Background: an optimization exercise with open tools, aiming at small area, a short achievable clock period and few clock cycles per item. Do not read the settings as production practice. The RTL of this run was laid out without a check of its function.

==> design/flow/design.v <==
`timescale 1ns / 1ps
`default_nettype none
package ocm_pkg;
    localparam int SAMPLE_W    = 16;
    localparam int CFG_W       = 8;
    localparam int CFG_IDX_W   = 2;
    localparam int O2_W        = 10;
    localparam int DEPTH_W     = 15;
    localparam int ACC_W       = 20;
    localparam int REF_W       = ACC_W - 1;
    localparam int PROD_W      = CFG_W + SAMPLE_W - 1;
    localparam logic OP_MEAS = 1'b0;
    localparam logic OP_CAL  = 1'b1;
    typedef enum logic [CFG_IDX_W-1:0] {
        REG_AIR_O2       = 2'd0,
        REG_LIMIT_NORMAL = 2'd1,
        REG_LIMIT_TECH   = 2'd2
    } cfg_reg_t;
    localparam logic [CFG_W-1:0] AIR_O2_RESET       = 8'd209;
    localparam logic [CFG_W-1:0] LIMIT_NORMAL_RESET = 8'd140;
    localparam logic [CFG_W-1:0] LIMIT_TECH_RESET   = 8'd160;
    localparam int O2_MIN       = 10;
    localparam int O2_MAX       = 1000;
    localparam int MOD_SCALE    = 1000;
    localparam int DEPTH_OFFSET = 100;
    localparam int DEPTH_MAX    = 32767;
endpackage
`default_nettype wire
`timescale 1ns / 1ps
`default_nettype none
module ocm_div #(
    parameter int WIDTH = 8,
    parameter int ARCH  = 0
) (
    input  logic [WIDTH-1:0] a,
    input  logic [WIDTH-1:0] b,
    output logic [WIDTH-1:0] diff,
    output logic             ge
);
    localparam int LG = (WIDTH > 1) ? $clog2(WIDTH) : 1;
    logic [WIDTH-1:0] pp, gg;
    logic [WIDTH-1:0] p, g;
    assign pp = a ^ ~b;
    assign gg = a & ~b;
    always_comb
    begin
        p = pp;
        g = gg;
        g[0] = gg[0] | pp[0];
        if (ARCH == 0)
        begin
            for (int i = 1; i <= LG; i = i + 1)
                for (int j = 2**i - 1; j < WIDTH; j = j + 2**i)
                begin
                    g[j] = g[j] | (p[j] & g[j - 2**(i-1)]);
                    p[j] = p[j] & p[j - 2**(i-1)];
                end
            for (int i = LG; i > 0; i = i - 1)
                for (int j = 2**i + 2**(i-1) - 1; j < WIDTH; j = j + 2**i)
                begin
                    g[j] = g[j] | (p[j] & g[j - 2**(i-1)]);
                    p[j] = p[j] & p[j - 2**(i-1)];
                end
        end
        else if (ARCH == 1)
        begin
            for (int j = WIDTH - 1; j >= 1; j = j - 1)
                if (j % 2 == 1)
                begin
                    g[j] = g[j] | (p[j] & g[j - 1]);
                    p[j] = p[j] & p[j - 1];
                end
            for (int i = 1; i < LG; i = i + 1)
                for (int j = WIDTH - 1; j >= 2**i; j = j - 1)
                    if (j % 2 == 1)
                    begin
                        g[j] = g[j] | (p[j] & g[j - 2**i]);
                        p[j] = p[j] & p[j - 2**i];
                    end
            for (int j = WIDTH - 1; j >= 2; j = j - 1)
                if (j % 2 == 0)
                begin
                    g[j] = g[j] | (p[j] & g[j - 1]);
                    p[j] = p[j] & p[j - 1];
                end
        end
        else
        begin
            for (int i = 0; i < LG; i = i + 1)
                for (int j = WIDTH - 1; j >= 2**i; j = j - 1)
                begin
                    g[j] = g[j] | (p[j] & g[j - 2**i]);
                    p[j] = p[j] & p[j - 2**i];
                end
        end
    end
    assign diff = pp ^ {g[WIDTH-2:0], 1'b1};
    assign ge   = g[WIDTH-1];
endmodule
`default_nettype wire
`timescale 1ns / 1ps
`default_nettype none
import ocm_pkg::*;
module oxygen_cell_calibrate_and_mod #(
    parameter int CAL_SAMPLES = 10
) (
    input  logic                                  clk,
    input  logic                                  rst_n,
    input  logic                                  in_valid,
    output logic                                  in_stall,
    input  logic                                  opcode,
    input  logic signed [ocm_pkg::SAMPLE_W-1:0]   sample,
    output logic                                  out_valid,
    input  logic                                  out_stall,
    output logic [ocm_pkg::O2_W-1:0]              o2_tenths,
    output logic [ocm_pkg::DEPTH_W-1:0]           depth_normal_tenths,
    output logic [ocm_pkg::DEPTH_W-1:0]           depth_tech_tenths,
    output logic                                  calibration_done,
    output logic                                  not_calibrated,
    input  logic                                  cfg_valid,
    output logic                                  cfg_ready,
    input  logic [ocm_pkg::CFG_IDX_W-1:0]         cfg_index,
    input  logic [ocm_pkg::CFG_W-1:0]             cfg_data
);
    logic [7:0]  air_reg;
    logic [14:0] ln_reg, lt_reg;
    logic [19:0] acc_reg;
    logic [3:0]  cnt_reg;
    logic [18:0] ref_reg;
    logic [20:0] ref3_reg;
    logic [7:0]  lnr_reg, ltr_reg;
    logic        ref_ok_reg;
    logic        en, accept, cal_stall;
    logic [19:0] cal_sum;
    logic        cal_pos;
    logic v_s1, cal_s1, last_s1;
    logic [15:0] smp_s1;
    logic v_s2;
    logic [0:0] cal_s2;
    logic [0:0] nc_s2;
    logic [0:0] x_s2;
    logic [18:0] pl_s2;
    logic [18:0] ph_s2;
    logic v_s3;
    logic [0:0] cal_s3;
    logic [0:0] nc_s3;
    logic [0:0] x_s3;
    logic [25:0] p5_s3;
    logic v_s4;
    logic [0:0] cal_s4;
    logic [0:0] nc_s4;
    logic [0:0] x_s4;
    logic [0:0] ovf_s4;
    logic [18:0] rem_s4;
    logic [6:0] nl_s4;
    logic [1:0] q_s4;
    logic v_s5;
    logic [0:0] cal_s5;
    logic [0:0] nc_s5;
    logic [0:0] x_s5;
    logic [0:0] ovf_s5;
    logic [18:0] rem_s5;
    logic [4:0] nl_s5;
    logic [3:0] q_s5;
    logic v_s6;
    logic [0:0] cal_s6;
    logic [0:0] nc_s6;
    logic [0:0] x_s6;
    logic [0:0] ovf_s6;
    logic [18:0] rem_s6;
    logic [2:0] nl_s6;
    logic [5:0] q_s6;
    logic v_s7;
    logic [0:0] cal_s7;
    logic [0:0] nc_s7;
    logic [0:0] x_s7;
    logic [0:0] ovf_s7;
    logic [18:0] rem_s7;
    logic [0:0] nl_s7;
    logic [7:0] q_s7;
    logic v_s8;
    logic [0:0] cal_s8;
    logic [0:0] nc_s8;
    logic [0:0] x_s8;
    logic [0:0] ovf_s8;
    logic [18:0] rem_s8;
    logic [9:0] q_s8;
    logic v_s9;
    logic [0:0] cal_s9;
    logic [0:0] nc_s9;
    logic [0:0] x_s9;
    logic [9:0] o2_s9;
    logic [4:0] rn_s9;
    logic [4:0] rt_s9;
    logic [1:0] qn_s9;
    logic [1:0] qt_s9;
    logic v_s10;
    logic [0:0] cal_s10;
    logic [0:0] nc_s10;
    logic [0:0] x_s10;
    logic [9:0] o2_s10;
    logic [6:0] rn_s10;
    logic [6:0] rt_s10;
    logic [3:0] qn_s10;
    logic [3:0] qt_s10;
    logic v_s11;
    logic [0:0] cal_s11;
    logic [0:0] nc_s11;
    logic [0:0] x_s11;
    logic [9:0] o2_s11;
    logic [8:0] rn_s11;
    logic [8:0] rt_s11;
    logic [5:0] qn_s11;
    logic [5:0] qt_s11;
    logic v_s12;
    logic [0:0] cal_s12;
    logic [0:0] nc_s12;
    logic [0:0] x_s12;
    logic [9:0] o2_s12;
    logic [9:0] rn_s12;
    logic [9:0] rt_s12;
    logic [7:0] qn_s12;
    logic [7:0] qt_s12;
    logic v_s13;
    logic [0:0] cal_s13;
    logic [0:0] nc_s13;
    logic [0:0] x_s13;
    logic [9:0] o2_s13;
    logic [9:0] rn_s13;
    logic [9:0] rt_s13;
    logic [9:0] qn_s13;
    logic [9:0] qt_s13;
    logic v_s14;
    logic [0:0] cal_s14;
    logic [0:0] nc_s14;
    logic [0:0] x_s14;
    logic [9:0] o2_s14;
    logic [9:0] rn_s14;
    logic [9:0] rt_s14;
    logic [11:0] qn_s14;
    logic [11:0] qt_s14;
    logic v_s15;
    logic [0:0] cal_s15;
    logic [0:0] nc_s15;
    logic [0:0] x_s15;
    logic [9:0] o2_s15;
    logic [9:0] rn_s15;
    logic [9:0] rt_s15;
    logic [13:0] qn_s15;
    logic [13:0] qt_s15;
    logic v_s16;
    logic [9:0] o2_s16;
    logic [14:0] dn_s16;
    logic [14:0] dt_s16;
    logic [0:0] done_s16;
    logic [0:0] nc_s16;
    logic [19:0] sum_1;
    assign sum_1 = acc_reg + {{4{smp_s1[15]}}, smp_s1};
    logic [0:0] pos_2;
    assign pos_2 = !sum_1[19] && (sum_1 != 20'd0);
    logic [0:0] nc_3;
    assign nc_3 = (cal_s1 && last_s1) ? !pos_2 : !ref_ok_reg;
    logic [0:0] x_4;
    assign x_4 = cal_s1 ? last_s1 : (smp_s1[15] || (smp_s1 == 16'd0));
    assign cal_sum = sum_1;
    assign cal_pos = pos_2;
    logic [14:0] s15_5;
    assign s15_5 = smp_s1[14:0];
    logic [18:0] pl_6;
    assign pl_6 = 19'(s15_5) * 19'(air_reg[3:0]);
    logic [18:0] ph_7;
    assign ph_7 = 19'(s15_5) * 19'(air_reg[7:4]);
    logic [25:0] p5_8;
    assign p5_8 = 26'(pl_s2) + 26'({pl_s2, 2'd0}) + 26'({ph_s2, 4'd0}) + 26'({ph_s2, 6'd0});
    logic [0:0] ovf_9;
    assign ovf_9 = ({2'b00, p5_s3[25:9]} >= ref_reg);
    logic [16:0] rem_10;
    assign rem_10 = p5_s3[25:9];
    logic [8:0] nl_11;
    assign nl_11 = p5_s3[8:0];
    logic [18:0] tr_12;
    assign tr_12 = {rem_10, nl_11[8], nl_11[7]};
    logic [20:0] df_13;
    logic [0:0] ge_14;
    ocm_div #(.WIDTH(21), .ARCH(0)) u_df_13 (.a(21'(tr_12)), .b(21'(ref_reg)), .diff(df_13), .ge(ge_14));
    logic [20:0] df_15;
    logic [0:0] ge_16;
    ocm_div #(.WIDTH(21), .ARCH(0)) u_df_15 (.a(21'(tr_12)), .b(21'({ref_reg, 1'b0})), .diff(df_15), .ge(ge_16));
    logic [20:0] df_17;
    logic [0:0] ge_18;
    ocm_div #(.WIDTH(21), .ARCH(0)) u_df_17 (.a(21'(tr_12)), .b(21'(ref3_reg)), .diff(df_17), .ge(ge_18));
    logic [18:0] rem_19;
    assign rem_19 = ge_18 ? df_17[18:0] : ge_16 ? df_15[18:0] : ge_14 ? df_13[18:0] : tr_12[18:0];
    logic [1:0] q_20;
    assign q_20 = {ge_16, (ge_18 || (ge_14 && !ge_16))};
    logic [6:0] nl_21;
    assign nl_21 = nl_11[6:0];
    logic [20:0] tr_22;
    assign tr_22 = {rem_s4, nl_s4[6], nl_s4[5]};
    logic [20:0] df_23;
    logic [0:0] ge_24;
    ocm_div #(.WIDTH(21), .ARCH(0)) u_df_23 (.a(21'(tr_22)), .b(21'(ref_reg)), .diff(df_23), .ge(ge_24));
    logic [20:0] df_25;
    logic [0:0] ge_26;
    ocm_div #(.WIDTH(21), .ARCH(0)) u_df_25 (.a(21'(tr_22)), .b(21'({ref_reg, 1'b0})), .diff(df_25), .ge(ge_26));
    logic [20:0] df_27;
    logic [0:0] ge_28;
    ocm_div #(.WIDTH(21), .ARCH(0)) u_df_27 (.a(21'(tr_22)), .b(21'(ref3_reg)), .diff(df_27), .ge(ge_28));
    logic [18:0] rem_29;
    assign rem_29 = ge_28 ? df_27[18:0] : ge_26 ? df_25[18:0] : ge_24 ? df_23[18:0] : tr_22[18:0];
    logic [3:0] q_30;
    assign q_30 = {q_s4, ge_26, (ge_28 || (ge_24 && !ge_26))};
    logic [4:0] nl_31;
    assign nl_31 = nl_s4[4:0];
    logic [20:0] tr_32;
    assign tr_32 = {rem_s5, nl_s5[4], nl_s5[3]};
    logic [20:0] df_33;
    logic [0:0] ge_34;
    ocm_div #(.WIDTH(21), .ARCH(0)) u_df_33 (.a(21'(tr_32)), .b(21'(ref_reg)), .diff(df_33), .ge(ge_34));
    logic [20:0] df_35;
    logic [0:0] ge_36;
    ocm_div #(.WIDTH(21), .ARCH(0)) u_df_35 (.a(21'(tr_32)), .b(21'({ref_reg, 1'b0})), .diff(df_35), .ge(ge_36));
    logic [20:0] df_37;
    logic [0:0] ge_38;
    ocm_div #(.WIDTH(21), .ARCH(0)) u_df_37 (.a(21'(tr_32)), .b(21'(ref3_reg)), .diff(df_37), .ge(ge_38));
    logic [18:0] rem_39;
    assign rem_39 = ge_38 ? df_37[18:0] : ge_36 ? df_35[18:0] : ge_34 ? df_33[18:0] : tr_32[18:0];
    logic [5:0] q_40;
    assign q_40 = {q_s5, ge_36, (ge_38 || (ge_34 && !ge_36))};
    logic [2:0] nl_41;
    assign nl_41 = nl_s5[2:0];
    logic [20:0] tr_42;
    assign tr_42 = {rem_s6, nl_s6[2], nl_s6[1]};
    logic [20:0] df_43;
    logic [0:0] ge_44;
    ocm_div #(.WIDTH(21), .ARCH(0)) u_df_43 (.a(21'(tr_42)), .b(21'(ref_reg)), .diff(df_43), .ge(ge_44));
    logic [20:0] df_45;
    logic [0:0] ge_46;
    ocm_div #(.WIDTH(21), .ARCH(0)) u_df_45 (.a(21'(tr_42)), .b(21'({ref_reg, 1'b0})), .diff(df_45), .ge(ge_46));
    logic [20:0] df_47;
    logic [0:0] ge_48;
    ocm_div #(.WIDTH(21), .ARCH(0)) u_df_47 (.a(21'(tr_42)), .b(21'(ref3_reg)), .diff(df_47), .ge(ge_48));
    logic [18:0] rem_49;
    assign rem_49 = ge_48 ? df_47[18:0] : ge_46 ? df_45[18:0] : ge_44 ? df_43[18:0] : tr_42[18:0];
    logic [7:0] q_50;
    assign q_50 = {q_s6, ge_46, (ge_48 || (ge_44 && !ge_46))};
    logic [0:0] nl_51;
    assign nl_51 = nl_s6[0:0];
    logic [20:0] tr_52;
    assign tr_52 = {rem_s7, nl_s7[0], 1'b0};
    logic [20:0] df_53;
    logic [0:0] ge_54;
    ocm_div #(.WIDTH(21), .ARCH(0)) u_df_53 (.a(21'(tr_52)), .b(21'(ref_reg)), .diff(df_53), .ge(ge_54));
    logic [20:0] df_55;
    logic [0:0] ge_56;
    ocm_div #(.WIDTH(21), .ARCH(0)) u_df_55 (.a(21'(tr_52)), .b(21'({ref_reg, 1'b0})), .diff(df_55), .ge(ge_56));
    logic [20:0] df_57;
    logic [0:0] ge_58;
    ocm_div #(.WIDTH(21), .ARCH(0)) u_df_57 (.a(21'(tr_52)), .b(21'(ref3_reg)), .diff(df_57), .ge(ge_58));
    logic [18:0] rem_59;
    assign rem_59 = ge_58 ? df_57[18:0] : ge_56 ? df_55[18:0] : ge_54 ? df_53[18:0] : tr_52[18:0];
    logic [9:0] q_60;
    assign q_60 = {q_s7, ge_56, (ge_58 || (ge_54 && !ge_56))};
    logic [9:0] o2_61;
    assign o2_61 = cal_s8 ? 10'd0 : nc_s8 ? 10'd1000 : x_s8 ? 10'd10 : ovf_s8 ? 10'd1000 : (q_s8 > 10'd1000) ? 10'd1000 : (q_s8 < 10'd10) ? 10'd10 : q_s8;
    logic [2:0] rn_62;
    assign rn_62 = ln_reg[14:12];
    logic [2:0] rt_63;
    assign rt_63 = lt_reg[14:12];
    logic [3:0] trn_64;
    assign trn_64 = {rn_62, ln_reg[11]};
    logic [9:0] df_65;
    logic [0:0] ge_66;
    ocm_div #(.WIDTH(10), .ARCH(2)) u_df_65 (.a(10'(trn_64)), .b(10'(o2_61)), .diff(df_65), .ge(ge_66));
    logic [3:0] remn_67;
    assign remn_67 = ge_66 ? df_65[3:0] : trn_64[3:0];
    logic [0:0] qn_68;
    assign qn_68 = ge_66;
    logic [3:0] trt_69;
    assign trt_69 = {rt_63, lt_reg[11]};
    logic [9:0] df_70;
    logic [0:0] ge_71;
    ocm_div #(.WIDTH(10), .ARCH(2)) u_df_70 (.a(10'(trt_69)), .b(10'(o2_61)), .diff(df_70), .ge(ge_71));
    logic [3:0] remt_72;
    assign remt_72 = ge_71 ? df_70[3:0] : trt_69[3:0];
    logic [0:0] qt_73;
    assign qt_73 = ge_71;
    logic [4:0] trn_74;
    assign trn_74 = {remn_67, ln_reg[10]};
    logic [9:0] df_75;
    logic [0:0] ge_76;
    ocm_div #(.WIDTH(10), .ARCH(2)) u_df_75 (.a(10'(trn_74)), .b(10'(o2_61)), .diff(df_75), .ge(ge_76));
    logic [4:0] remn_77;
    assign remn_77 = ge_76 ? df_75[4:0] : trn_74[4:0];
    logic [1:0] qn_78;
    assign qn_78 = {qn_68, ge_76};
    logic [4:0] trt_79;
    assign trt_79 = {remt_72, lt_reg[10]};
    logic [9:0] df_80;
    logic [0:0] ge_81;
    ocm_div #(.WIDTH(10), .ARCH(2)) u_df_80 (.a(10'(trt_79)), .b(10'(o2_61)), .diff(df_80), .ge(ge_81));
    logic [4:0] remt_82;
    assign remt_82 = ge_81 ? df_80[4:0] : trt_79[4:0];
    logic [1:0] qt_83;
    assign qt_83 = {qt_73, ge_81};
    logic [5:0] trn_84;
    assign trn_84 = {rn_s9, ln_reg[9]};
    logic [9:0] df_85;
    logic [0:0] ge_86;
    ocm_div #(.WIDTH(10), .ARCH(2)) u_df_85 (.a(10'(trn_84)), .b(10'(o2_s9)), .diff(df_85), .ge(ge_86));
    logic [5:0] remn_87;
    assign remn_87 = ge_86 ? df_85[5:0] : trn_84[5:0];
    logic [2:0] qn_88;
    assign qn_88 = {qn_s9, ge_86};
    logic [5:0] trt_89;
    assign trt_89 = {rt_s9, lt_reg[9]};
    logic [9:0] df_90;
    logic [0:0] ge_91;
    ocm_div #(.WIDTH(10), .ARCH(2)) u_df_90 (.a(10'(trt_89)), .b(10'(o2_s9)), .diff(df_90), .ge(ge_91));
    logic [5:0] remt_92;
    assign remt_92 = ge_91 ? df_90[5:0] : trt_89[5:0];
    logic [2:0] qt_93;
    assign qt_93 = {qt_s9, ge_91};
    logic [6:0] trn_94;
    assign trn_94 = {remn_87, ln_reg[8]};
    logic [9:0] df_95;
    logic [0:0] ge_96;
    ocm_div #(.WIDTH(10), .ARCH(2)) u_df_95 (.a(10'(trn_94)), .b(10'(o2_s9)), .diff(df_95), .ge(ge_96));
    logic [6:0] remn_97;
    assign remn_97 = ge_96 ? df_95[6:0] : trn_94[6:0];
    logic [3:0] qn_98;
    assign qn_98 = {qn_88, ge_96};
    logic [6:0] trt_99;
    assign trt_99 = {remt_92, lt_reg[8]};
    logic [9:0] df_100;
    logic [0:0] ge_101;
    ocm_div #(.WIDTH(10), .ARCH(2)) u_df_100 (.a(10'(trt_99)), .b(10'(o2_s9)), .diff(df_100), .ge(ge_101));
    logic [6:0] remt_102;
    assign remt_102 = ge_101 ? df_100[6:0] : trt_99[6:0];
    logic [3:0] qt_103;
    assign qt_103 = {qt_93, ge_101};
    logic [7:0] trn_104;
    assign trn_104 = {rn_s10, ln_reg[7]};
    logic [9:0] df_105;
    logic [0:0] ge_106;
    ocm_div #(.WIDTH(10), .ARCH(2)) u_df_105 (.a(10'(trn_104)), .b(10'(o2_s10)), .diff(df_105), .ge(ge_106));
    logic [7:0] remn_107;
    assign remn_107 = ge_106 ? df_105[7:0] : trn_104[7:0];
    logic [4:0] qn_108;
    assign qn_108 = {qn_s10, ge_106};
    logic [7:0] trt_109;
    assign trt_109 = {rt_s10, lt_reg[7]};
    logic [9:0] df_110;
    logic [0:0] ge_111;
    ocm_div #(.WIDTH(10), .ARCH(2)) u_df_110 (.a(10'(trt_109)), .b(10'(o2_s10)), .diff(df_110), .ge(ge_111));
    logic [7:0] remt_112;
    assign remt_112 = ge_111 ? df_110[7:0] : trt_109[7:0];
    logic [4:0] qt_113;
    assign qt_113 = {qt_s10, ge_111};
    logic [8:0] trn_114;
    assign trn_114 = {remn_107, ln_reg[6]};
    logic [9:0] df_115;
    logic [0:0] ge_116;
    ocm_div #(.WIDTH(10), .ARCH(2)) u_df_115 (.a(10'(trn_114)), .b(10'(o2_s10)), .diff(df_115), .ge(ge_116));
    logic [8:0] remn_117;
    assign remn_117 = ge_116 ? df_115[8:0] : trn_114[8:0];
    logic [5:0] qn_118;
    assign qn_118 = {qn_108, ge_116};
    logic [8:0] trt_119;
    assign trt_119 = {remt_112, lt_reg[6]};
    logic [9:0] df_120;
    logic [0:0] ge_121;
    ocm_div #(.WIDTH(10), .ARCH(2)) u_df_120 (.a(10'(trt_119)), .b(10'(o2_s10)), .diff(df_120), .ge(ge_121));
    logic [8:0] remt_122;
    assign remt_122 = ge_121 ? df_120[8:0] : trt_119[8:0];
    logic [5:0] qt_123;
    assign qt_123 = {qt_113, ge_121};
    logic [9:0] trn_124;
    assign trn_124 = {rn_s11, ln_reg[5]};
    logic [9:0] df_125;
    logic [0:0] ge_126;
    ocm_div #(.WIDTH(10), .ARCH(2)) u_df_125 (.a(10'(trn_124)), .b(10'(o2_s11)), .diff(df_125), .ge(ge_126));
    logic [9:0] remn_127;
    assign remn_127 = ge_126 ? df_125[9:0] : trn_124[9:0];
    logic [6:0] qn_128;
    assign qn_128 = {qn_s11, ge_126};
    logic [9:0] trt_129;
    assign trt_129 = {rt_s11, lt_reg[5]};
    logic [9:0] df_130;
    logic [0:0] ge_131;
    ocm_div #(.WIDTH(10), .ARCH(2)) u_df_130 (.a(10'(trt_129)), .b(10'(o2_s11)), .diff(df_130), .ge(ge_131));
    logic [9:0] remt_132;
    assign remt_132 = ge_131 ? df_130[9:0] : trt_129[9:0];
    logic [6:0] qt_133;
    assign qt_133 = {qt_s11, ge_131};
    logic [10:0] trn_134;
    assign trn_134 = {remn_127, ln_reg[4]};
    logic [10:0] df_135;
    logic [0:0] ge_136;
    ocm_div #(.WIDTH(11), .ARCH(2)) u_df_135 (.a(11'(trn_134)), .b(11'(o2_s11)), .diff(df_135), .ge(ge_136));
    logic [9:0] remn_137;
    assign remn_137 = ge_136 ? df_135[9:0] : trn_134[9:0];
    logic [7:0] qn_138;
    assign qn_138 = {qn_128, ge_136};
    logic [10:0] trt_139;
    assign trt_139 = {remt_132, lt_reg[4]};
    logic [10:0] df_140;
    logic [0:0] ge_141;
    ocm_div #(.WIDTH(11), .ARCH(2)) u_df_140 (.a(11'(trt_139)), .b(11'(o2_s11)), .diff(df_140), .ge(ge_141));
    logic [9:0] remt_142;
    assign remt_142 = ge_141 ? df_140[9:0] : trt_139[9:0];
    logic [7:0] qt_143;
    assign qt_143 = {qt_133, ge_141};
    logic [10:0] trn_144;
    assign trn_144 = {rn_s12, ln_reg[3]};
    logic [10:0] df_145;
    logic [0:0] ge_146;
    ocm_div #(.WIDTH(11), .ARCH(2)) u_df_145 (.a(11'(trn_144)), .b(11'(o2_s12)), .diff(df_145), .ge(ge_146));
    logic [9:0] remn_147;
    assign remn_147 = ge_146 ? df_145[9:0] : trn_144[9:0];
    logic [8:0] qn_148;
    assign qn_148 = {qn_s12, ge_146};
    logic [10:0] trt_149;
    assign trt_149 = {rt_s12, lt_reg[3]};
    logic [10:0] df_150;
    logic [0:0] ge_151;
    ocm_div #(.WIDTH(11), .ARCH(2)) u_df_150 (.a(11'(trt_149)), .b(11'(o2_s12)), .diff(df_150), .ge(ge_151));
    logic [9:0] remt_152;
    assign remt_152 = ge_151 ? df_150[9:0] : trt_149[9:0];
    logic [8:0] qt_153;
    assign qt_153 = {qt_s12, ge_151};
    logic [10:0] trn_154;
    assign trn_154 = {remn_147, ln_reg[2]};
    logic [10:0] df_155;
    logic [0:0] ge_156;
    ocm_div #(.WIDTH(11), .ARCH(2)) u_df_155 (.a(11'(trn_154)), .b(11'(o2_s12)), .diff(df_155), .ge(ge_156));
    logic [9:0] remn_157;
    assign remn_157 = ge_156 ? df_155[9:0] : trn_154[9:0];
    logic [9:0] qn_158;
    assign qn_158 = {qn_148, ge_156};
    logic [10:0] trt_159;
    assign trt_159 = {remt_152, lt_reg[2]};
    logic [10:0] df_160;
    logic [0:0] ge_161;
    ocm_div #(.WIDTH(11), .ARCH(2)) u_df_160 (.a(11'(trt_159)), .b(11'(o2_s12)), .diff(df_160), .ge(ge_161));
    logic [9:0] remt_162;
    assign remt_162 = ge_161 ? df_160[9:0] : trt_159[9:0];
    logic [9:0] qt_163;
    assign qt_163 = {qt_153, ge_161};
    logic [10:0] trn_164;
    assign trn_164 = {rn_s13, ln_reg[1]};
    logic [10:0] df_165;
    logic [0:0] ge_166;
    ocm_div #(.WIDTH(11), .ARCH(2)) u_df_165 (.a(11'(trn_164)), .b(11'(o2_s13)), .diff(df_165), .ge(ge_166));
    logic [9:0] remn_167;
    assign remn_167 = ge_166 ? df_165[9:0] : trn_164[9:0];
    logic [10:0] qn_168;
    assign qn_168 = {qn_s13, ge_166};
    logic [10:0] trt_169;
    assign trt_169 = {rt_s13, lt_reg[1]};
    logic [10:0] df_170;
    logic [0:0] ge_171;
    ocm_div #(.WIDTH(11), .ARCH(2)) u_df_170 (.a(11'(trt_169)), .b(11'(o2_s13)), .diff(df_170), .ge(ge_171));
    logic [9:0] remt_172;
    assign remt_172 = ge_171 ? df_170[9:0] : trt_169[9:0];
    logic [10:0] qt_173;
    assign qt_173 = {qt_s13, ge_171};
    logic [10:0] trn_174;
    assign trn_174 = {remn_167, ln_reg[0]};
    logic [10:0] df_175;
    logic [0:0] ge_176;
    ocm_div #(.WIDTH(11), .ARCH(2)) u_df_175 (.a(11'(trn_174)), .b(11'(o2_s13)), .diff(df_175), .ge(ge_176));
    logic [9:0] remn_177;
    assign remn_177 = ge_176 ? df_175[9:0] : trn_174[9:0];
    logic [11:0] qn_178;
    assign qn_178 = {qn_168, ge_176};
    logic [10:0] trt_179;
    assign trt_179 = {remt_172, lt_reg[0]};
    logic [10:0] df_180;
    logic [0:0] ge_181;
    ocm_div #(.WIDTH(11), .ARCH(2)) u_df_180 (.a(11'(trt_179)), .b(11'(o2_s13)), .diff(df_180), .ge(ge_181));
    logic [9:0] remt_182;
    assign remt_182 = ge_181 ? df_180[9:0] : trt_179[9:0];
    logic [11:0] qt_183;
    assign qt_183 = {qt_173, ge_181};
    logic [10:0] trn_184;
    assign trn_184 = {rn_s14, 1'b0};
    logic [10:0] df_185;
    logic [0:0] ge_186;
    ocm_div #(.WIDTH(11), .ARCH(2)) u_df_185 (.a(11'(trn_184)), .b(11'(o2_s14)), .diff(df_185), .ge(ge_186));
    logic [9:0] remn_187;
    assign remn_187 = ge_186 ? df_185[9:0] : trn_184[9:0];
    logic [12:0] qn_188;
    assign qn_188 = {qn_s14, ge_186};
    logic [10:0] trt_189;
    assign trt_189 = {rt_s14, 1'b0};
    logic [10:0] df_190;
    logic [0:0] ge_191;
    ocm_div #(.WIDTH(11), .ARCH(2)) u_df_190 (.a(11'(trt_189)), .b(11'(o2_s14)), .diff(df_190), .ge(ge_191));
    logic [9:0] remt_192;
    assign remt_192 = ge_191 ? df_190[9:0] : trt_189[9:0];
    logic [12:0] qt_193;
    assign qt_193 = {qt_s14, ge_191};
    logic [10:0] trn_194;
    assign trn_194 = {remn_187, 1'b0};
    logic [10:0] df_195;
    logic [0:0] ge_196;
    ocm_div #(.WIDTH(11), .ARCH(2)) u_df_195 (.a(11'(trn_194)), .b(11'(o2_s14)), .diff(df_195), .ge(ge_196));
    logic [9:0] remn_197;
    assign remn_197 = ge_196 ? df_195[9:0] : trn_194[9:0];
    logic [13:0] qn_198;
    assign qn_198 = {qn_188, ge_196};
    logic [10:0] trt_199;
    assign trt_199 = {remt_192, 1'b0};
    logic [10:0] df_200;
    logic [0:0] ge_201;
    ocm_div #(.WIDTH(11), .ARCH(2)) u_df_200 (.a(11'(trt_199)), .b(11'(o2_s14)), .diff(df_200), .ge(ge_201));
    logic [9:0] remt_202;
    assign remt_202 = ge_201 ? df_200[9:0] : trt_199[9:0];
    logic [13:0] qt_203;
    assign qt_203 = {qt_193, ge_201};
    logic [10:0] trn_204;
    assign trn_204 = {rn_s15, 1'b0};
    logic [10:0] df_205;
    logic [0:0] ge_206;
    ocm_div #(.WIDTH(11), .ARCH(2)) u_df_205 (.a(11'(trn_204)), .b(11'(o2_s15)), .diff(df_205), .ge(ge_206));
    logic [9:0] remn_207;
    assign remn_207 = ge_206 ? df_205[9:0] : trn_204[9:0];
    logic [14:0] qn_208;
    assign qn_208 = {qn_s15, ge_206};
    logic [10:0] trt_209;
    assign trt_209 = {rt_s15, 1'b0};
    logic [10:0] df_210;
    logic [0:0] ge_211;
    ocm_div #(.WIDTH(11), .ARCH(2)) u_df_210 (.a(11'(trt_209)), .b(11'(o2_s15)), .diff(df_210), .ge(ge_211));
    logic [9:0] remt_212;
    assign remt_212 = ge_211 ? df_210[9:0] : trt_209[9:0];
    logic [14:0] qt_213;
    assign qt_213 = {qt_s15, ge_211};
    logic [14:0] depn_214;
    assign depn_214 = (cal_s15 || (qn_208 < 15'd100)) ? 15'd0 : (qn_208 - 15'd100);
    logic [14:0] dept_215;
    assign dept_215 = (cal_s15 || (qt_213 < 15'd100)) ? 15'd0 : (qt_213 - 15'd100);
    logic [0:0] done_216;
    assign done_216 = cal_s15 && x_s15;
    assign en        = !(v_s16 && out_stall);
    assign cal_stall = (cnt_reg == 4'd9) && ((v_s1 && !cal_s1) || (v_s2 && !cal_s2) || (v_s3 && !cal_s3) || (v_s4 && !cal_s4) || (v_s5 && !cal_s5) || (v_s6 && !cal_s6) || (v_s7 && !cal_s7));
    assign in_stall  = !en || cal_stall;
    assign accept    = in_valid && !in_stall;
    always_ff @(posedge clk or negedge rst_n)
    begin
        if (!rst_n)
        begin
            air_reg    <= 8'd209;
            ln_reg     <= 15'd17500;
            lt_reg     <= 15'd20000;
            acc_reg    <= '0;
            cnt_reg    <= '0;
            ref_reg    <= '0;
            ref_ok_reg <= 1'b0;
            v_s1       <= 1'b0;
            v_s2 <= 1'b0;
            v_s3 <= 1'b0;
            v_s4 <= 1'b0;
            v_s5 <= 1'b0;
            v_s6 <= 1'b0;
            v_s7 <= 1'b0;
            v_s8 <= 1'b0;
            v_s9 <= 1'b0;
            v_s10 <= 1'b0;
            v_s11 <= 1'b0;
            v_s12 <= 1'b0;
            v_s13 <= 1'b0;
            v_s14 <= 1'b0;
            v_s15 <= 1'b0;
            v_s16 <= 1'b0;
        end
        else
        begin
            if (cfg_valid)
            begin
                case (cfg_index)
                    2'd0: air_reg  <= cfg_data;
                    2'd1: ln_reg   <= {cfg_data, 7'd0} - 15'(cfg_data) - {6'd0, cfg_data, 1'b0};
                    2'd2: lt_reg   <= {cfg_data, 7'd0} - 15'(cfg_data) - {6'd0, cfg_data, 1'b0};
                    default: ;
                endcase
            end
            if (accept && opcode)
                cnt_reg <= (cnt_reg == 4'd9) ? 4'd0 : cnt_reg + 4'd1;
            if (en)
            begin
                v_s1 <= accept;
                v_s2 <= v_s1;
                v_s3 <= v_s2;
                v_s4 <= v_s3;
                v_s5 <= v_s4;
                v_s6 <= v_s5;
                v_s7 <= v_s6;
                v_s8 <= v_s7;
                v_s9 <= v_s8;
                v_s10 <= v_s9;
                v_s11 <= v_s10;
                v_s12 <= v_s11;
                v_s13 <= v_s12;
                v_s14 <= v_s13;
                v_s15 <= v_s14;
                v_s16 <= v_s15;
                if (v_s1 && cal_s1)
                begin
                    if (last_s1)
                    begin
                        ref_reg    <= cal_sum[18:0];
                        ref_ok_reg <= cal_pos;
                        acc_reg    <= '0;
                    end
                    else
                        acc_reg <= cal_sum;
                end
            end
        end
    end
    always_ff @(posedge clk)
    begin
        ref3_reg <= 21'(ref_reg) + {1'b0, ref_reg, 1'b0};
        if (en)
        begin
            cal_s1  <= opcode;
            last_s1 <= (cnt_reg == 4'd9);
            smp_s1  <= sample;
            cal_s2 <= cal_s1;
            nc_s2 <= nc_3;
            x_s2 <= x_4;
            pl_s2 <= pl_6;
            ph_s2 <= ph_7;
            cal_s3 <= cal_s2;
            nc_s3 <= nc_s2;
            x_s3 <= x_s2;
            p5_s3 <= p5_8;
            cal_s4 <= cal_s3;
            nc_s4 <= nc_s3;
            x_s4 <= x_s3;
            ovf_s4 <= ovf_9;
            rem_s4 <= rem_19;
            nl_s4 <= nl_21;
            q_s4 <= q_20;
            cal_s5 <= cal_s4;
            nc_s5 <= nc_s4;
            x_s5 <= x_s4;
            ovf_s5 <= ovf_s4;
            rem_s5 <= rem_29;
            nl_s5 <= nl_31;
            q_s5 <= q_30;
            cal_s6 <= cal_s5;
            nc_s6 <= nc_s5;
            x_s6 <= x_s5;
            ovf_s6 <= ovf_s5;
            rem_s6 <= rem_39;
            nl_s6 <= nl_41;
            q_s6 <= q_40;
            cal_s7 <= cal_s6;
            nc_s7 <= nc_s6;
            x_s7 <= x_s6;
            ovf_s7 <= ovf_s6;
            rem_s7 <= rem_49;
            nl_s7 <= nl_51;
            q_s7 <= q_50;
            cal_s8 <= cal_s7;
            nc_s8 <= nc_s7;
            x_s8 <= x_s7;
            ovf_s8 <= ovf_s7;
            rem_s8 <= rem_59;
            q_s8 <= q_60;
            cal_s9 <= cal_s8;
            nc_s9 <= nc_s8;
            x_s9 <= x_s8;
            o2_s9 <= o2_61;
            rn_s9 <= remn_77;
            rt_s9 <= remt_82;
            qn_s9 <= qn_78;
            qt_s9 <= qt_83;
            cal_s10 <= cal_s9;
            nc_s10 <= nc_s9;
            x_s10 <= x_s9;
            o2_s10 <= o2_s9;
            rn_s10 <= remn_97;
            rt_s10 <= remt_102;
            qn_s10 <= qn_98;
            qt_s10 <= qt_103;
            cal_s11 <= cal_s10;
            nc_s11 <= nc_s10;
            x_s11 <= x_s10;
            o2_s11 <= o2_s10;
            rn_s11 <= remn_117;
            rt_s11 <= remt_122;
            qn_s11 <= qn_118;
            qt_s11 <= qt_123;
            cal_s12 <= cal_s11;
            nc_s12 <= nc_s11;
            x_s12 <= x_s11;
            o2_s12 <= o2_s11;
            rn_s12 <= remn_137;
            rt_s12 <= remt_142;
            qn_s12 <= qn_138;
            qt_s12 <= qt_143;
            cal_s13 <= cal_s12;
            nc_s13 <= nc_s12;
            x_s13 <= x_s12;
            o2_s13 <= o2_s12;
            rn_s13 <= remn_157;
            rt_s13 <= remt_162;
            qn_s13 <= qn_158;
            qt_s13 <= qt_163;
            cal_s14 <= cal_s13;
            nc_s14 <= nc_s13;
            x_s14 <= x_s13;
            o2_s14 <= o2_s13;
            rn_s14 <= remn_177;
            rt_s14 <= remt_182;
            qn_s14 <= qn_178;
            qt_s14 <= qt_183;
            cal_s15 <= cal_s14;
            nc_s15 <= nc_s14;
            x_s15 <= x_s14;
            o2_s15 <= o2_s14;
            rn_s15 <= remn_197;
            rt_s15 <= remt_202;
            qn_s15 <= qn_198;
            qt_s15 <= qt_203;
            o2_s16 <= o2_s15;
            dn_s16 <= depn_214;
            dt_s16 <= dept_215;
            done_s16 <= done_216;
            nc_s16 <= nc_s15;
        end
    end
    assign cfg_ready           = 1'b1;
    assign out_valid           = v_s16;
    assign o2_tenths           = o2_s16;
    assign depth_normal_tenths = dn_s16;
    assign depth_tech_tenths   = dt_s16;
    assign calibration_done    = done_s16;
    assign not_calibrated      = nc_s16;
endmodule
`default_nettype wire
==> design/flow/run.sh <==
#!/bin/bash
# synth_recipe.tcl (not shown) runs the flow's synth.tcl, then flattens the netlist and writes it again
# the make line also repeats each setting of config.mk as NAME=value (left out here)
make -C /OpenROAD-flow-scripts/flow DESIGN_CONFIG=/design/flow/config.mk WORK_HOME=/design/flow/orfs CLKGATE_MAP_FILE= SYNTH_SCRIPT=/design/flow/synth_recipe.tcl finish
==> design/flow/config.mk <==
export PLATFORM = sky130hd
export DESIGN_NAME = oxygen_cell_calibrate_and_mod
export DESIGN_NICKNAME = oxygen_cell_calibrate_and_mod
export VERILOG_FILES = /design/flow/design.v
export SDC_FILE = /design/flow/constraint.sdc
export NUM_CORES = 4
export LEC_CHECK = 0
export CAP_MARGIN = 20
export CORE_MARGIN = 2
export CORE_UTILIZATION = 60
export SETUP_SLACK_MARGIN = 1.5
export SLEW_MARGIN = 20
==> design/flow/constraint.sdc <==
create_clock -name core_clock -period 6.0 [get_ports {clk}]
set_input_delay 1.2000 -clock core_clock [delete_from_list [all_inputs] [get_ports {clk}]]
set_output_delay 1.2000 -clock core_clock [all_outputs]
set_load 0.01 [all_outputs]
==> reports/metrics.cfg <==
[clocking]
htreeDepth = 3
cts_sinks = 716
cts_inserted_buffers = 83
cts_tree = built
clock_path_buffers = 3
root_buffer = clkbuf_16
worstSkewPairLatency_ps = 680
clkTransAtPathRegs_ps = 60

[worst_hold_path]
hold_depth = 0
timing.hold.worst.start = nl_s6[0]
hp-class = reg2reg

[place]
dp_slack_ps = 801.9
placed_cells = 6199
numPortBuffers = 75
gp_congestion = 0.8789
dp_hpwl_mm = 94.52

[critical_path]
worstPathRequired_ps = 6430
max_stage_delay_ps = 440
critPathMaxFanout = 3
critPathLaunch = o2_s10[0]
r2r-end = rt_s11[6]
critPathLaunchType = flip-flop
end_kind = flip-flop
slowest_stage = edfxtp_1
crit_end = rt_s11[6]
arrival_ps = 5040
path_common_cell = buf_6
reg2reg_slack_ps = 1390
worstReg2RegStart = o2_s10[0]
crit_type = reg2reg
rr_worst_depth = 29

[sta]
setup_ws_ps = 1389
finClkSkew_ps = 29.06
fin_crit_sh_pct = 76.85
fin_setup_tns_ps = 0
min_period_ps = 4611
max_freq_mhz = 216.9
setup_viol = 0
worstMarginPinSlew_ps = 1153
rsz0062_at_grt = yes
hold_viol = 0
slew_headroom_pct = 23.16
maxSlewViolCount = 0

[yosys]
ys_seq_area_share_pct = 38.55
ys.warnings.count = 4
ys_async_sr_fraction_pct = 13.69
syn_inst = 4966
synth.avg_cell_area_um2 = 10.88
synth_edf_count = 597
synth_top_area_share_pct = 33.20
synth_flop_cell = edfxtp_1
synth_area_leaders = edfxtp_1, ha_1, fa_1, mux2_2, dfrtp_1
synth-seq-cells = 716
netlist_area_mm2 = 0.05401
synth_cell_type_count = 78
yosysTopAreaCell = edfxtp_1
synth_nets = 5901

[floorplan]
die_w_um = 304.0
dieHeight_um = 304.0
rows = 110
start_util_pct = 60.28
dieArea_mm2 = 0.09243
core_area_mm2 = 0.08960
io_pins = 77

[drt]
dr.first_iter.drc_count = 2193
wl_mm = 131.4
postRouteAntennaNets = 0
drc = 0
via_count = 38450
firstDrtPassIters = 6
wl_per_cell_um = 19.85
drt-vias-per-instance = 5.810

[job]
maxCapViolations = 0

[global_route]
first_global_vias = 37990
grt-ovfl-total = 0
met1_usage_pct = 36.67
grt_pass1_wl_mm = 204.6
gr-max-usage-layer = met2
use_met2_pct = 47.67
antenna_found_initial = 0
track_usage_pct = 27.74
grt_max_degree = 177
gr-usage-met3_pct = 2.855

[final_layout]
drive_above_1_share_pct = 17.57
fin_nets = 6308
diodes = 0
layout_common_cells = ha_1, edfxtp_1, inv_1, nor2_1, nand2_1
syn_to_final_growth_pct = 17.14
final_cells = 6618
largest_register_ff_count = 26
layout_commonest_cell = ha_1

[run_status]
outcome = timing/DRC/antenna clean

-- critical path: cells and delay by family (launching register included) --
family,cells,cell delay (ps)
buf+inv,10,980
flops,1,440
mux,2,570
simple gates,5,380
compound gates,9,1260
fa+ha+maj,3,760
-- cells by family after synthesis --
kind of cell / after synthesis / share of synthesized area, %
xor gates and xnor gates: 333 / 5.400
muxes: 248 / 5.032
AOI/OAI and AO/OA: 1122 / 13.36
and+or+nand+nor: 1187 / 10.52
DFF: 716 / 38.55
adders and majority gates: 903 / 23.92
buffers and inverters: 456 / 3.204
other: 1 / 0.006944
-- per-stage QoR --
stage / hold slack (ps) / util (%) / area (um^2)
after floorplan: 400.3 / - / 54260
after global placement: 400.4 / 63.19 / 56620
after detailed placement: 404.5 / 63.19 / 56620
after CTS: 409.1 / 68.17 / 61080
after global routing: 421.7 / 70.61 / 63260
final: 411.4 / 70.61 / 63260
-- cell type report --
class / count / area, um^2
clock buffer: 109 / 2310
clock inverter: 45 / 555.5
fill: 6565 / 26340
inverter: 387 / 1471
multi-input combinational: 3800 / 33300
sequential: 716 / 20830
tap: 1176 / 1471
timing repair buffer: 385 / 3318
-- per-layer routing --
| layer | vias to the layer above | share of wire (%) |
|---|---|---|
| li1 | 18880 | - |
| met1 | 18660 | 44 |
| met2 | 686 | 50 |
| met3 | 228 | 3.2 |
| met4 | 0 | 3.1 |
| met5 | - | 0 |
-- cell usage after synthesis (37+ instances only) --
| master | count |
|---|---|
| nor3_1 | 77 |
| o21bai_1 | 43 |
| edfxtp_1 | 597 |
| inv_1 | 386 |
| xor2_1 | 108 |
| fa_1 | 216 |
| ha_1 | 687 |
| clkbuf_1 | 51 |
| nand2b_1 | 73 |
| xnor2_1 | 225 |
| nand3_1 | 46 |
| o21ai_0 | 266 |
| and2_1 | 112 |
| nand2_1 | 305 |
| o21a_1 | 84 |
| a211oi_1 | 37 |
| dfrtp_1 | 83 |
| mux2i_1 | 60 |
| a21o_1 | 116 |
| nor2b_1 | 71 |
| nor2_1 | 358 |
| a21oi_1 | 304 |
| mux2_2 | 188 |
-- worst min path at each step --
stage          slack, ps         to
2_1_floorplan        400    cal_s10
3_3_place_gp         400  qt_s13[5]
3_5_place_dp         400    q_s7[6]
4_1_cts              410    q_s7[2]
5_1_grt              420  qn_s13[6]
6_report             410      nl_s7
-- repair_timing --
item                       in CTS  in global routing
setup endpoints to repair     170                182
buffers inserted              145                113
hold buffers                    0                  0
gates resized for setup       121                320
gates cloned                    7                  0
pin swaps                      77                167

[port drivers added, routing unchanged]
In the flow no input, the clock included, has a driving cell. The finished layout below was timed again as built, in two steps.
Step 1 sets driving cells, clkbuf_16 on the clock port and buf_2 on the other inputs (assumed; they add their load-dependent delay and slew).
Step 2 also shifts input and output timing later by t, the mid clock arrival at the registers, as if the neighbouring blocks saw the same clock.
Three values: ideal ports, drivers, drivers and shift; two values: the first two.
t, ns: 0.735
setup WS [ns]: 1.389 / 1.389 / 1.316
hold WS [ns]: 0.411 / 0.411 / 0.411
clock arrival spread, ns: 0.033 / 0.032
worst slew at a driven data input, ns: 0.04
After both steps setup and hold are still met in this run. For this run, drivers alone change the setup slack by 0.000 ns; drivers and shift together by -0.073 ns.
